Context: an optimization exercise on an open-source flow, tuned for small area and a short achievable clock period. The choices shown serve that exercise and are no tape-out recipe.
Only the layout flow was run in this run; the RTL was not checked for function there.

**flow/design.v**
```verilog
module mode_switch_pipe #(
    parameter int WIDTH    = 12,
    parameter int LANES    = 4,
    parameter int Q        = 3329,
    parameter int MULT_LAT = 3
) (
    input  logic                   clk,
    input  logic                   rst_n,
    input  logic                   in_valid,
    output logic                   in_ready,
    input  logic [LANES*WIDTH-1:0] in_data,
    input  logic [LANES*WIDTH-1:0] in_tw,
    input  logic                   bf_valid,
    input  logic [LANES*WIDTH-1:0] bf_data,
    input  logic [LANES*WIDTH-1:0] bf_tw,
    output logic                   fwd_valid,
    output logic [LANES*WIDTH-1:0] fwd_data,
    output logic                   ret_valid,
    output logic [LANES*WIDTH-1:0] ret_data,
    input  logic                   mode_req,
    input  logic                   mode_in,
    output logic                   mode,
    output logic                   mode_ack
);
    localparam int DW = LANES * WIDTH;
    localparam logic [2*WIDTH-1:0] QW = (2*WIDTH)'(Q);
    function automatic logic [WIDTH-1:0] mod_q(input logic [2*WIDTH-1:0] p);
        logic [2*WIDTH-1:0] r;
        r = p % QW;
        mod_q = r[WIDTH-1:0];
    endfunction
    function automatic logic [DW-1:0] lane_modmul(input logic [DW-1:0] a, input logic [DW-1:0] b);
        logic [DW-1:0]      res;
        logic [2*WIDTH-1:0] prod;
        res = '0;
        for (int i = 0; i < LANES; i++) begin
            prod = {{WIDTH{1'b0}}, a[i*WIDTH +: WIDTH]} * {{WIDTH{1'b0}}, b[i*WIDTH +: WIDTH]};
            res[i*WIDTH +: WIDTH] = mod_q(prod);
        end
        lane_modmul = res;
    endfunction
    logic [MULT_LAT-1:0]         fwd_vld;
    logic [MULT_LAT-1:0]         ret_vld;
    logic [MULT_LAT-1:0][DW-1:0] mul_p;
    logic [MULT_LAT-1:0][DW-1:0] byp_p;
    logic                        mode_r;
    logic                        pending;
    logic                        pending_mode;
    logic                        ack_r;
    logic          accept;
    logic          drained;
    logic [DW-1:0] mul_a;
    logic [DW-1:0] mul_b;
    logic          mul_in_v;
    logic [DW-1:0] byp_in;
    logic          byp_in_v;
    assign accept   = in_valid && !pending;
    assign drained  = !(|fwd_vld) && !(|ret_vld) && !bf_valid;
    assign mul_a    = mode_r ? bf_data  : in_data;
    assign mul_b    = mode_r ? bf_tw    : in_tw;
    assign mul_in_v = mode_r ? bf_valid : accept;
    assign byp_in   = mode_r ? in_data  : bf_data;
    assign byp_in_v = mode_r ? accept   : bf_valid;
    always_ff @(posedge clk or negedge rst_n) begin
        if (!rst_n) begin
            fwd_vld <= '0;
            ret_vld <= '0;
            mul_p   <= '0;
            byp_p   <= '0;
        end else begin
            fwd_vld[0] <= accept;
            ret_vld[0] <= bf_valid;
            if (mul_in_v) mul_p[0] <= lane_modmul(mul_a, mul_b);
            if (byp_in_v) byp_p[0] <= byp_in;
            for (int k = 1; k < MULT_LAT; k++) begin
                fwd_vld[k] <= fwd_vld[k-1];
                ret_vld[k] <= ret_vld[k-1];
                if (mode_r ? ret_vld[k-1] : fwd_vld[k-1]) mul_p[k] <= mul_p[k-1];
                if (mode_r ? fwd_vld[k-1] : ret_vld[k-1]) byp_p[k] <= byp_p[k-1];
            end
        end
    end
    always_ff @(posedge clk or negedge rst_n) begin
        if (!rst_n) begin
            mode_r       <= 1'b0;
            pending      <= 1'b0;
            pending_mode <= 1'b0;
            ack_r        <= 1'b0;
        end else begin
            ack_r <= 1'b0;
            if (mode_req) begin
                pending      <= 1'b1;
                pending_mode <= mode_in;
            end else if (pending && drained) begin
                mode_r  <= pending_mode;
                pending <= 1'b0;
                ack_r   <= 1'b1;
            end
        end
    end
    assign in_ready  = !pending;
    assign fwd_valid = fwd_vld[MULT_LAT-1];
    assign ret_valid = ret_vld[MULT_LAT-1];
    assign fwd_data  = mode_r ? byp_p[MULT_LAT-1] : mul_p[MULT_LAT-1];
    assign ret_data  = mode_r ? mul_p[MULT_LAT-1] : byp_p[MULT_LAT-1];
    assign mode      = mode_r;
    assign mode_ack  = ack_r;
endmodule
```
**flow/run.sh**
```bash
#!/bin/bash
# synth_recipe.tcl (not shown) runs the flow's synth.tcl, then flattens the netlist and writes it again
# the make line also repeats each setting of config.mk as NAME=value (left out here)
make -C /OpenROAD-flow-scripts/flow DESIGN_CONFIG=/design/flow/config.mk WORK_HOME=/design/flow/orfs CLKGATE_MAP_FILE= SYNTH_SCRIPT=/design/flow/synth_recipe.tcl finish
```
**flow/config.mk**
```make
export PLATFORM = sky130hd
export DESIGN_NAME = mode_switch_pipe
export DESIGN_NICKNAME = mode_switch_pipe
export VERILOG_FILES = /design/flow/design.v
export SDC_FILE = /design/flow/constraint.sdc
export NUM_CORES = 4
export LEC_CHECK = 0
export CAP_MARGIN = 20
export CORE_MARGIN = 2
export CORE_UTILIZATION = 40
export SLEW_MARGIN = 20
```
**flow/constraint.sdc**
```tcl
create_clock -name core_clock -period 25.0 [get_ports {clk}]
set_input_delay 5.0000 -clock core_clock [delete_from_list [all_inputs] [get_ports {clk}]]
set_output_delay 5.0000 -clock core_clock [all_outputs]
set_load 0.01 [all_outputs]
```
==> reports/results.ini <==
[outcome]
outcome = timing/DRC/antenna clean

[logic_synthesis]
yosys_warnings = 1
synthDistinctLibCells = 143
syn-instance-count = 7094
synth-compound-area-share = 0.227
netlist_area_um2 = 57000
synth_top_family_by_area = compound AO/OA/AOI/OAI gates
synth.area.mux_share = 0.112
synth_seq_area_share = 0.131
synth_xor_area_frac = 0.0599
synth_fa_ha_area_frac = 0.200
async_flop_share = 1.00
synth-seq-cells = 298
synth_edf_count = 0
avgSynthCellArea_um2 = 8.03
syn-num-nets = 7956
ys.flop_type = dfrtp_1
synthSimpleGateAreaFrac = 0.213

[placement]
gp_congestion = 0.939
post-dp-hpwl_mm = 155
port_buffers = 298

[worst_setup_path]
end_kind = flip-flop
path_max_fanout = 13
max_stage_delay_ns = 0.69
arrival_ns = 24.39
r2r_cells = 70
path_class = input pin to flip-flop
startpoint_type = input pin
r2r_end = mul_p[1]
rrSetupSlack_ns = 4.45
required_ns = 25.48
slowest_stage = or4b_1
r2r-start = mode_r

[die]
die-height_um = 381
die_area_um2 = 145000
start_util = 0.403
io_pins = 299
core-area_um2 = 141000
rows = 138
die_x_um = 381

[timing]
finalSetupViolCount = 0
tns_ns = 0
clock.fmax_mhz = 41.8
maxSlewViolCount = 0
tightestPinTransition_ns = 1.03
hold_viol_final = 0
fin_crit_ns = 23.91
holdWs_ns = 0.475
finalCritPeriodShare = 0.956
finClkSkew_ns = 0.0217
max_slew_margin = 0.308

[clock_tree]
cts_hold_buffers = 0
h-tree-depth = 2
cts.sinks = 298
clk_latency_ns = 0.57
cts.clk_slew.worst_paths_ns = 0.06
root_buffer = clkbuf_16
cts_tree = done
cts_buffer_depth = 3
numCtsBuffers = 35

[global_route]
overflow = 0
grt_pass1_wl_mm = 299
antenna_found_initial = 11
grt_max_degree = 134
grt_pass1_vias = 53870
grtUsageTotal = 0.250

[run]
cap_viol_max_count = 0

[detailed_routing]
vias = 56161
drc = 0
wl_per_cell_um = 19.5
first_iter_violations = 4357
wl_mm = 188
post_drt_via_cell_ratio = 5.84
ant_nets = 0
drt_pass1_iterations = 8

[hold_path]
hold_class = flip-flop to flip-flop
min_from = byp_p[0]
min_path_cells = 2
hold_end = byp_p[0]

[layout]
drive_above_1_share = 0.163
post-route-util = 0.472
nNetsFinal = 8561
syn_to_final_growth_pct = 17.1

-- cells in the mapped netlist, drive strengths merged, types with 49 or more instances --
library cell	n	area [µm²]
xnor2	272	2400
xor2	115	1010
clkbuf	160	602
o22ai	49	313
mux2i	169	1690
and2	129	808
a21oi	342	1810
a31oi	79	515
o31ai	50	380
fa	400	8010
o21ai	364	1860
nor2	592	2250
nor3	202	1040
nand4	56	350
inv	590	2210
nor4	89	588
o21a	73	549
o211ai	72	566
mux2	414	4670
nand2	833	3130
nand3	191	966
or3	69	432
a211oi	95	766
buf	93	457
and3	64	402
or2	74	463
a21o	89	669
ha	264	3300
dfrtp	298	7460
-- worst max-delay path by stage --
stage	end	slack, ns	startpoint	cells after the start
global route	mul_p[1]	-0.002	in_data[0]	65
CTS	mul_p[13]	0.72	bf_data[19]	71
detailed placement	mul_p[13]	0.17	bf_data[19]	71
global placement	mul_p[13]	0.17	bf_data[19]	70
floorplan	mul_p[25]	2.26	bf_data[26]	67
finish	mul_p[1]	1.09	in_data[0]	67
-- cell usage in the layout (no fill, tap or decap), types with 57 or more instances in the layout --
master	instances
a211oi_1	84
o211ai_1	67
a21o_1	88
mux2_2	408
xnor2_1	269
and2_1	126
nor2_1	583
xor2_1	114
buf_4	521
mux2i_1	160
ha_1	264
inv_1	587
a31oi_1	74
a21oi_1	323
and3_1	62
or2_2	57
nand2_1	830
dfrtp_1	297
o21a_1	71
o21ai_0	305
clkdlybuf4s50_1	297
nor4_1	82
fa_1	400
nor3_1	193
or3_1	69
nand3_1	189
-- sequential cells by signal, summed over array words and instances, names as in the netlist --
| name | cells |
|---|---|
| pending | 1 |
| pending_mode | 1 |
| ret_vld | 3 |
| fwd_vld | 3 |
| byp_p | 144 |
| mul_p | 144 |
| ack_r | 1 |
| mode_r | 1 |
-- layout make-up --
type,instances,area (µm²)
Fill cell,13897,74700
Clock inverter,13,184
Timing Repair Buffer,821,6940
Multi-Input combinational cell,5953,46500
Inverter,590,2210
Clock buffer,48,975
Antenna cell,5,12.5
Sequential cell,298,7460
Tap cell,1890,2360
-- kinds of logic after synthesis --
logic type / count (synthesis)
buf+inv: 843
simple gates: 2513
flops: 298
fa+ha+maj: 674
compound gates: 1796
xor+xnor: 387
mux: 583
-- layer usage --
metal / GRT usage / share of wire / vias up
li1: - / - / 26889
met1: 0.367 / 0.48 / 27259
met2: 0.388 / 0.44 / 1756
met3: 0.0338 / 0.061 / 249
met4: 0.0529 / 0.023 / 8
met5: 0 / 0.00030 / -
-- through the flow --
step / cells / instance area [µm²] / setup WS, ns
2_1_floorplan: 7094 / 57000 / 2.26
3_3_place_gp: 9540 / 65200 / 0.170
3_5_place_dp: 9540 / 65200 / 0.167
4_1_cts: 9601 / 66300 / 0.723
5_1_grt: 9616 / 66700 / -0.00203
6_report: 9618 / 66700 / 1.09
-- worst max-delay path: cells and delay by family --
family                   cells  cell delay (ns)
buffers and inverters        9             1.53
multiplexers                 2             0.81
adder cells (fa/ha/maj)      7             3.19
AND/OR/NAND/NOR             18             5.11
AO/OA/AOI/OAI               30             8.59
XOR/XNOR                     1             0.16
-- what timing repair did --
item,in CTS,in global routing
resized for setup,0,49
setup buffers,0,12
endpoints found under the setup margin,0,37

afterwards: timing with drivers on the ports:
In the flow no input, the clock included, has a driving cell. The finished layout below was timed again as built, in two steps.
Step 1 sets driving cells, clkbuf_16 on the clock port and buf_2 on the other inputs (assumed; they add their load-dependent delay and slew).
Step 2 adds t to the input delays and takes it off the output delays; t is the mean of the earliest and latest rising clock arrival at the registers after step 1. Input paths then give back, and output paths get back, about the clock's delay inside the block.
Three values: no drivers, after step 1, after step 2; two values: the first two.
t, ns: 0.623
slack for setup (ns): 1.093 / 1.138 / 0.515
worst data-port slew with drivers (ns): 0.22
After both steps this run still meets setup and hold. For this run, drivers alone change the setup slack by +0.045 ns; drivers and shift together by -0.578 ns.
